From an optimization exercise on the open Yosys and OpenROAD flow, aimed at small area; shortcuts taken in it are not production practice.
Only simulation tests tie the RTL to the original design; equivalence was not proved.
Power figures rest on the tool's default switching activity, not on a simulated workload.

<file path="config.mk">
export PLATFORM = sky130hd
export DESIGN_NAME = inst_queue_top
export DESIGN_NICKNAME = inst_queue_top
export VERILOG_FILES = /design/flow/design.v
export SDC_FILE = /design/flow/constraint.sdc
export NUM_CORES = 4
export LEC_CHECK = 0
export CAP_MARGIN = 20
export CORE_MARGIN = 2
export CORE_UTILIZATION = 40
export SLEW_MARGIN = 20
</file>
<file path="constraint.sdc">
create_clock -name core_clock -period 6.0 [get_ports {clk}]
set_input_delay 1.2000 -clock core_clock [delete_from_list [all_inputs] [get_ports {clk}]]
set_output_delay 1.2000 -clock core_clock [all_outputs]
set_load 0.01 [all_outputs]
</file>
<file path="design.v">
package inst_queue_pkg;
  localparam int INST_W   = 32;
  localparam int PC_W     = 32;
  localparam int IQ_DEPTH = 16;
  localparam int IQ_PTR_W = 4;
  typedef struct packed {
    logic [PC_W-1:0]   pc;
    logic [INST_W-1:0] inst;
  } iq_entry_t;
  function automatic logic [1:0] req_pops(input logic r_ena_1, input logic r_ena_2);
    req_pops = r_ena_1 ? (r_ena_2 ? 2'd2 : 2'd1) : 2'd0;
  endfunction
endpackage
module inst_queue_ram #(
  parameter int DEPTH = inst_queue_pkg::IQ_DEPTH,
  parameter int PTR_W = inst_queue_pkg::IQ_PTR_W
) (
  input  logic             clk,
  input  logic             we_1,
  input  logic [PTR_W-1:0] waddr_1,
  input  logic [inst_queue_pkg::PC_W+inst_queue_pkg::INST_W-1:0] wdata_1,
  input  logic             we_2,
  input  logic [PTR_W-1:0] waddr_2,
  input  logic [inst_queue_pkg::PC_W+inst_queue_pkg::INST_W-1:0] wdata_2,
  input  logic [PTR_W-1:0] raddr_1,
  input  logic [PTR_W-1:0] raddr_2,
  output logic [inst_queue_pkg::PC_W+inst_queue_pkg::INST_W-1:0] rdata_1,
  output logic [inst_queue_pkg::PC_W+inst_queue_pkg::INST_W-1:0] rdata_2
);
  logic [inst_queue_pkg::PC_W+inst_queue_pkg::INST_W-1:0] mem_q [0:DEPTH-1];
  always_ff @(posedge clk) begin
    if (we_1) mem_q[waddr_1] <= wdata_1;
    if (we_2) mem_q[waddr_2] <= wdata_2;
  end
  assign rdata_1 = mem_q[raddr_1];
  assign rdata_2 = mem_q[raddr_2];
endmodule
module inst_queue #(
  parameter int DEPTH = inst_queue_pkg::IQ_DEPTH,
  parameter int PTR_W = inst_queue_pkg::IQ_PTR_W
) (
  input  logic         clk,
  input  logic         rst,
  input  logic                              flush,
  input  logic                              w_ena_1,
  input  logic                              w_ena_2,
  input  logic [inst_queue_pkg::PC_W-1:0]   w_pc_1,
  input  logic [inst_queue_pkg::PC_W-1:0]   w_pc_2,
  input  logic [inst_queue_pkg::INST_W-1:0] w_inst_1,
  input  logic [inst_queue_pkg::INST_W-1:0] w_inst_2,
  input  logic                              r_ena_1,
  input  logic                              r_ena_2,
  output logic                              q_valid_1,
  output logic                              q_valid_2,
  output logic [inst_queue_pkg::PC_W-1:0]   q_pc_1,
  output logic [inst_queue_pkg::PC_W-1:0]   q_pc_2,
  output logic [inst_queue_pkg::INST_W-1:0] q_inst_1,
  output logic [inst_queue_pkg::INST_W-1:0] q_inst_2,
  output logic                              full,
  output logic                              empty,
  output logic [PTR_W:0]                    count
);
  localparam logic [PTR_W:0] FULL_TH = (PTR_W+1)'(DEPTH - 2);
  logic [PTR_W-1:0] head_q, head_d;
  logic [PTR_W-1:0] tail_q, tail_d;
  logic [PTR_W:0]   cnt_q,  cnt_d;
  logic             full_w;
  logic             accept_w;
  logic [1:0]       nw_w;
  logic [1:0]       nr_req_w;
  logic [1:0]       nr_w;
  logic             we_1, we_2;
  logic [PTR_W-1:0] waddr_2;
  logic [inst_queue_pkg::PC_W+inst_queue_pkg::INST_W-1:0] wdata_1, wdata_2;
  logic [inst_queue_pkg::PC_W+inst_queue_pkg::INST_W-1:0] rdata_1, rdata_2;
  assign full_w   = (cnt_q > FULL_TH);
  assign accept_w = ~full_w;
  assign nw_w     = accept_w ? ({1'b0, w_ena_1} + {1'b0, w_ena_2}) : 2'd0;
  assign nr_req_w = inst_queue_pkg::req_pops(r_ena_1, r_ena_2);
  assign nr_w     = ((PTR_W+1)'(nr_req_w) > cnt_q) ? cnt_q[1:0] : nr_req_w;
  always_comb begin
    head_d = head_q + (PTR_W)'(nr_w);
    tail_d = tail_q + (PTR_W)'(nw_w);
    cnt_d  = cnt_q + (PTR_W+1)'(nw_w) - (PTR_W+1)'(nr_w);
    if (rst || flush) begin
      head_d = '0;
      tail_d = '0;
      cnt_d  = '0;
    end
  end
  always_ff @(posedge clk) begin
    head_q <= head_d;
    tail_q <= tail_d;
    cnt_q  <= cnt_d;
  end
  assign we_1    = accept_w & w_ena_1 & ~flush & ~rst;
  assign we_2    = accept_w & w_ena_2 & ~flush & ~rst;
  assign waddr_2 = w_ena_1 ? (tail_q + (PTR_W)'(1)) : tail_q;
  assign wdata_1 = {w_pc_1, w_inst_1};
  assign wdata_2 = {w_pc_2, w_inst_2};
  inst_queue_ram #(
    .DEPTH (DEPTH),
    .PTR_W (PTR_W)
  ) u_ram (
    .clk     (clk),
    .we_1    (we_1),
    .waddr_1 (tail_q),
    .wdata_1 (wdata_1),
    .we_2    (we_2),
    .waddr_2 (waddr_2),
    .wdata_2 (wdata_2),
    .raddr_1 (head_q),
    .raddr_2 (head_q + (PTR_W)'(1)),
    .rdata_1 (rdata_1),
    .rdata_2 (rdata_2)
  );
  assign q_valid_1 = (cnt_q != '0);
  assign q_valid_2 = (cnt_q > (PTR_W+1)'(1));
  assign q_pc_1    = q_valid_1 ? rdata_1[inst_queue_pkg::INST_W +: inst_queue_pkg::PC_W]  : '0;
  assign q_inst_1  = q_valid_1 ? rdata_1[inst_queue_pkg::INST_W-1:0] : '0;
  assign q_pc_2    = q_valid_2 ? rdata_2[inst_queue_pkg::INST_W +: inst_queue_pkg::PC_W]  : '0;
  assign q_inst_2  = q_valid_2 ? rdata_2[inst_queue_pkg::INST_W-1:0] : '0;
  assign full      = full_w;
  assign empty     = (cnt_q == '0);
  assign count     = cnt_q;
endmodule
module inst_queue_top (
  input  logic        clk,
  input  logic        rst,
  input  logic        flush,
  input  logic        w_ena_1,
  input  logic        w_ena_2,
  input  logic [31:0] w_pc_1,
  input  logic [31:0] w_pc_2,
  input  logic [31:0] w_inst_1,
  input  logic [31:0] w_inst_2,
  input  logic        r_ena_1,
  input  logic        r_ena_2,
  output logic        q_valid_1,
  output logic        q_valid_2,
  output logic [31:0] q_pc_1,
  output logic [31:0] q_pc_2,
  output logic [31:0] q_inst_1,
  output logic [31:0] q_inst_2,
  output logic        full,
  output logic        empty,
  output logic [4:0]  count
);
  inst_queue #(
    .DEPTH (16),
    .PTR_W (4)
  ) u_iq (
    .clk       (clk),
    .rst       (rst),
    .flush     (flush),
    .w_ena_1   (w_ena_1),
    .w_ena_2   (w_ena_2),
    .w_pc_1    (w_pc_1),
    .w_pc_2    (w_pc_2),
    .w_inst_1  (w_inst_1),
    .w_inst_2  (w_inst_2),
    .r_ena_1   (r_ena_1),
    .r_ena_2   (r_ena_2),
    .q_valid_1 (q_valid_1),
    .q_valid_2 (q_valid_2),
    .q_pc_1    (q_pc_1),
    .q_pc_2    (q_pc_2),
    .q_inst_1  (q_inst_1),
    .q_inst_2  (q_inst_2),
    .full      (full),
    .empty     (empty),
    .count     (count)
  );
endmodule
</file>
<file path="run.sh">
#!/bin/bash
# synth_recipe.tcl (not shown) runs the flow's synth.tcl, then flattens the netlist and writes it again
# the make line also repeats each setting of config.mk as NAME=value (left out here)
make -C /OpenROAD-flow-scripts/flow DESIGN_CONFIG=/design/flow/config.mk WORK_HOME=/design/flow/orfs CLKGATE_MAP_FILE= SYNTH_SCRIPT=/design/flow/synth_recipe.tcl finish
</file>
==> impl_results.md <==
- Number of library cell types mapped by synthesis: 50
- Post-detailed-route wirelength per cell: approximately 33 um
- Width of the die: between 300 and 400 um
- Share of layout cells above drive strength 1: 36.20%
- Most repeated cell in the gate-level netlist after synthesis: sky130_fd_sc_hd__edfxtp_1
- Hold buffer count at CTS: 0
- Worst min-delay path category: flip-flop to flip-flop
- FMAX: approximately 0.18 GHz
- Number of stages on the worst hold path: 2
- Final slew viol count: 0
- Count of flip-flops with a built-in enable after synthesis: 1024
- Primary FF master, synth: sky130_fd_sc_hd__edfxtp_1
- Final number of setup-violating endpoints: 0
- Core Footprint: 154000 um2
- Critical path depth in cells: 9
- Area overhead of the layout relative to synthesis: 13.64%
- Largest area contributor in the netlist: sky130_fd_sc_hd__edfxtp_1
- WP data arrival: 4350 ps
- Sum of negative setup slack: 0 ps
- Register area: roughly 31000 um2
- Post-place setup slack: approximately 900 ps
- Clock Skews: 59.74 ps
- Count of mapped cells out of synthesis: between 3000 and 4000
- Routed Antenna Nets: 0
- Die Height: about 400 um
- Non-filler instance count after layout: 5771
- Register area share after synthesis: approximately 50%
- Area after DPL: roughly 67000 um2
- Synth warnings: 2
- DR vias/cell: between 6 and 7
- Status: finished clean
- Maximum vdd ir drop: ~0.00030 V
- GR Util All Layers: a little under a quarter
- Critical path fanouts, max: 23
- Placed Cells incl. Taps: 5546
- Vias: ~36000
- Top cell type's share of synthesized area: ~50%
- Synthesized netlist net count: around 3700
- Final weighted congestion of routability-driven global placement: ~0.77
- Worst-Skew Late Latency: 780 ps
- Drt total wl: ~190000 um
- Initial cell density of the core: 40.24%
- Ranking of synthesized cells by instance count: sky130_fd_sc_hd__edfxtp_1, sky130_fd_sc_hd__mux4_2, sky130_fd_sc_hd__mux2_1
- Largest stage delay, worst path: between 600 and 700 ps
- Antenna violations before repair: 22
- Iteration-0 DRC Markers: about 3100
- Main area contributors after synthesis: sky130_fd_sc_hd__edfxtp_1, sky130_fd_sc_hd__mux4_2, sky130_fd_sc_hd__mux2_1
- Critical path start-end classification: flip-flop to output port
- Layout Cell Area excl Fill: a little over 70000 um2
- DPL Wire Length: around 110000 um
- CTS H-tree lvls: 3
- Origin of the critical flop-to-flop path: u_iq.tail_q[0]$_SDFF_PP0_
- Power density normalized to cell area: 315.7 nW/um2
- Share of synthesized flip-flops with an asynchronous set or reset: 0%
- Total area of multi-input combinational cells: approximately 29000 um2
- Worst slew pin tran: approximately 1100 ps
- Logic depth of the worst register-to-register path: 7
- Net count of the finished layout: around 3800
- Clock tree from TritonCTS: done
- Sinks on the clock net: 1037
- Slowest CP cell: sky130_fd_sc_hd__clkdlybuf4s50_1
- Number of synthesized register bits: roughly 1000
- Flop-to-flop setup slack: around 2100 ps
- Cell family contributing the most delay on the critical path: buffers and inverters
- Setup ws final: 447.1 ps
- Power, Total: around 0.022 W
- Worst setup SP type: flip-flop
- Clock-pin slew reported for the worst setup and hold paths after clock tree synthesis: ~60 ps
- Root Buffer Master: sky130_fd_sc_hd__clkbuf_16
- Number of global-route vias before repair: between 30000 and 40000
- Period Utilization, post-route: 92.55%
- Global-route wire length before repair: about 270000 um
- Most repeated library cell on the critical path: sky130_fd_sc_hd__buf_4
- CTS Buffer Depth: 3
- Placement Rows: 144
- Number of endpoints with negative hold slack in the final report: 0
- Static Leakage: around 22 nW
- Reg2reg end: u_iq.u_ram.mem_q[4][5]$_DFFE_PP_
- Boundary Pins: between 200 and 300
- Syn Std Cell Area: 61990 um2
- WP data required: about 4800 ps
- Category of the worst setup path capture point: output port
- Count of maximum capacitance violations: 0
- Total Die Area: ~160000 um2
- # fillers: around 13000
- Pin count of the biggest net entering global routing: ~150
- DRC violations left: 0
- Relative slew slack: 24.54%
- Aggregate global routing overflow: 0
- Mean post-synth cell area: about 17 um2
- Hold_sp: u_iq.head_q[3]$_SDFF_PP0_
- Post-route minimum period: between 5000 and 6000 ps
- Unrepaired setup endpoints after global routing: false
- Hold Path End: u_iq.head_q[3]$_SDFF_PP0_
- Iteration count of the initial detailed-routing pass: 7
- Count of buffers inserted at the top-level ports: 271
- Buffers and inverters on the worst path: 4
- Number of clock buffers inserted by TritonCTS: ~120
- Cell Chain, Critical Path: inv_1 -> ha_1 -> nor3b_1 -> o21ai_1 -> nand3_4 -> buf_4 -> buf_4 -> o22ai_1 -> clkdlybuf4s50_1
## flip-flops by register name, indices dropped and copies added, names as in the netlist
register          count
u_iq.u_ram.mem_q   1024
u_iq.cnt_q            5
u_iq.head_q           4
u_iq.tail_q           4
## metal layers
| metal | track usage [%] | wire, um | share of wire (%) |
|---|---|---|---|
| met4 | 6.494 | 4496 | 2.4 |
| met2 | 40.35 | 94520 | 50 |
| met3 | 3.645 | 11220 | 5.9 |
| met1 | 32.01 | 79430 | 42 |
| met5 | 0 | 163 | 0.086 |
## stage by stage
stage / util, % / hold slack (ps)
final: 45.73 / 622.1
after global routing: 45.72 / 662.8
after CTS: 45.72 / 620.5
after detailed placement: 43.31 / 612.5
after global placement: 43.29 / 602.6
after floorplan: - / 537.4
## how the worst max path moves through the flow
stage / startpoint / to
after floorplan: w_ena_1 / u_iq.u_ram.mem_q[1][0]$_DFFE_PP_
after global placement: u_iq.cnt_q[4]$_SDFF_PP0_ / q_inst_2[31]
after detailed placement: u_iq.cnt_q[4]$_SDFF_PP0_ / q_inst_2[31]
after CTS: u_iq.cnt_q[4]$_SDFF_PP0_ / q_inst_2[31]
after global routing: u_iq.cnt_q[4]$_SDFF_PP0_ / q_inst_2[31]
final: u_iq.cnt_q[4]$_SDFF_PP0_ / q_inst_2[31]
## layout by cell type, fill, tap and decap left out, types with 9 or more instances in the layout
| cell | instances |
|---|---|
| sky130_fd_sc_hd__nand2_1 | 12 |
| sky130_fd_sc_hd__clkbuf_16 | 120 |
| sky130_fd_sc_hd__mux2i_1 | 256 |
| sky130_fd_sc_hd__edfxtp_1 | 1024 |
| sky130_fd_sc_hd__mux2_4 | 294 |
| sky130_fd_sc_hd__clkbuf_1 | 38 |
| sky130_fd_sc_hd__buf_12 | 39 |
| sky130_fd_sc_hd__clkinv_2 | 18 |
| sky130_fd_sc_hd__dfxtp_1 | 10 |
| sky130_fd_sc_hd__inv_1 | 17 |
| sky130_fd_sc_hd__mux2_2 | 240 |
| sky130_fd_sc_hd__clkinv_1 | 30 |
| sky130_fd_sc_hd__nor2_1 | 10 |
| sky130_fd_sc_hd__ha_1 | 20 |
| sky130_fd_sc_hd__buf_4 | 56 |
| sky130_fd_sc_hd__mux4_2 | 512 |
| sky130_fd_sc_hd__mux2_1 | 491 |
| sky130_fd_sc_hd__o22ai_1 | 131 |
| sky130_fd_sc_hd__clkdlybuf4s50_1 | 271 |
| sky130_fd_sc_hd__nand2_4 | 9 |
## cell type report
| type | count | area share (%) |
|---|---|---|
| flip-flops and latches | 1037 | 44.04 |
| clock buffers | 158 | 4.466 |
| diodes | 3 | 0.01066 |
| well taps | 2044 | 3.631 |
| clock inverters | 64 | 0.8171 |
| multi-input cells | 2081 | 41.35 |
| inverters | 17 | 0.09059 |
| repair buffers | 367 | 5.595 |
## worst reg2reg max path: cells and delay by family, from the launching register on
| kind | cells | cell delay (ps) |
|---|---|---|
| AOI/OAI and AO/OA | 2 | 500 |
| DFF | 1 | 660 |
| muxes | 1 | 440 |
| and+or+nand+nor | 1 | 200 |
| buffers and inverters | 2 | 1430 |
| adders and majority gates | 1 | 510 |
## cells by family after synthesis
logic type      count (synthesis)  share of synthesized area, %
xor+xnor                       11                        0.1797
simple gates                   74                        0.6379
flops                        1037                         50.03
compound gates                176                         1.942
mux                          1794                         43.16
buf+inv                       437                         3.484
fa+ha+maj                      26                        0.5692
## where the power goes
| group | switching [W] | internal (W) | total, W |
|---|---|---|---|
| registers | 0.0000886 | 0.00808 | 0.00817 |
| logic | 0.00370 | 0.00325 | 0.00696 |
| clock network | 0.00310 | 0.00402 | 0.00711 |
## what timing repair did
| action | 4_1_cts | 5_1_grt |
|---|---|---|
| resized for setup | 0 | 1 |
| setup endpoints to repair | 0 | 1 |
| setup buffers | 0 | 0 |

-- port drivers added, routing unchanged --
Ports are ideal in the flow. The routed layout listed here was re-timed in OpenROAD. Step 1 assumes that a clkbuf_16 drives the clock port and a buf_2 every other input. Step 2 adds t to the input delays and takes it off the output delays; t is the mean of the earliest and latest rising clock arrival at the registers after step 1. Input paths then give back, and output paths get back, about the clock's delay inside the block. Three values: ideal, step 1, step 2; two values: the first two.
t (ns): 0.819
setup WS [ns]: 0.447 / 0.371 / 1.093
hold slack, ns: 0.622 / 0.622 / 0.622
worst setup path at the end: input to register
latest minus earliest clock arrival (ns): 0.065 / 0.066
After both steps this run still meets setup and hold. For this run, drivers alone change the setup slack by -0.076 ns; drivers and shift together by +0.646 ns.
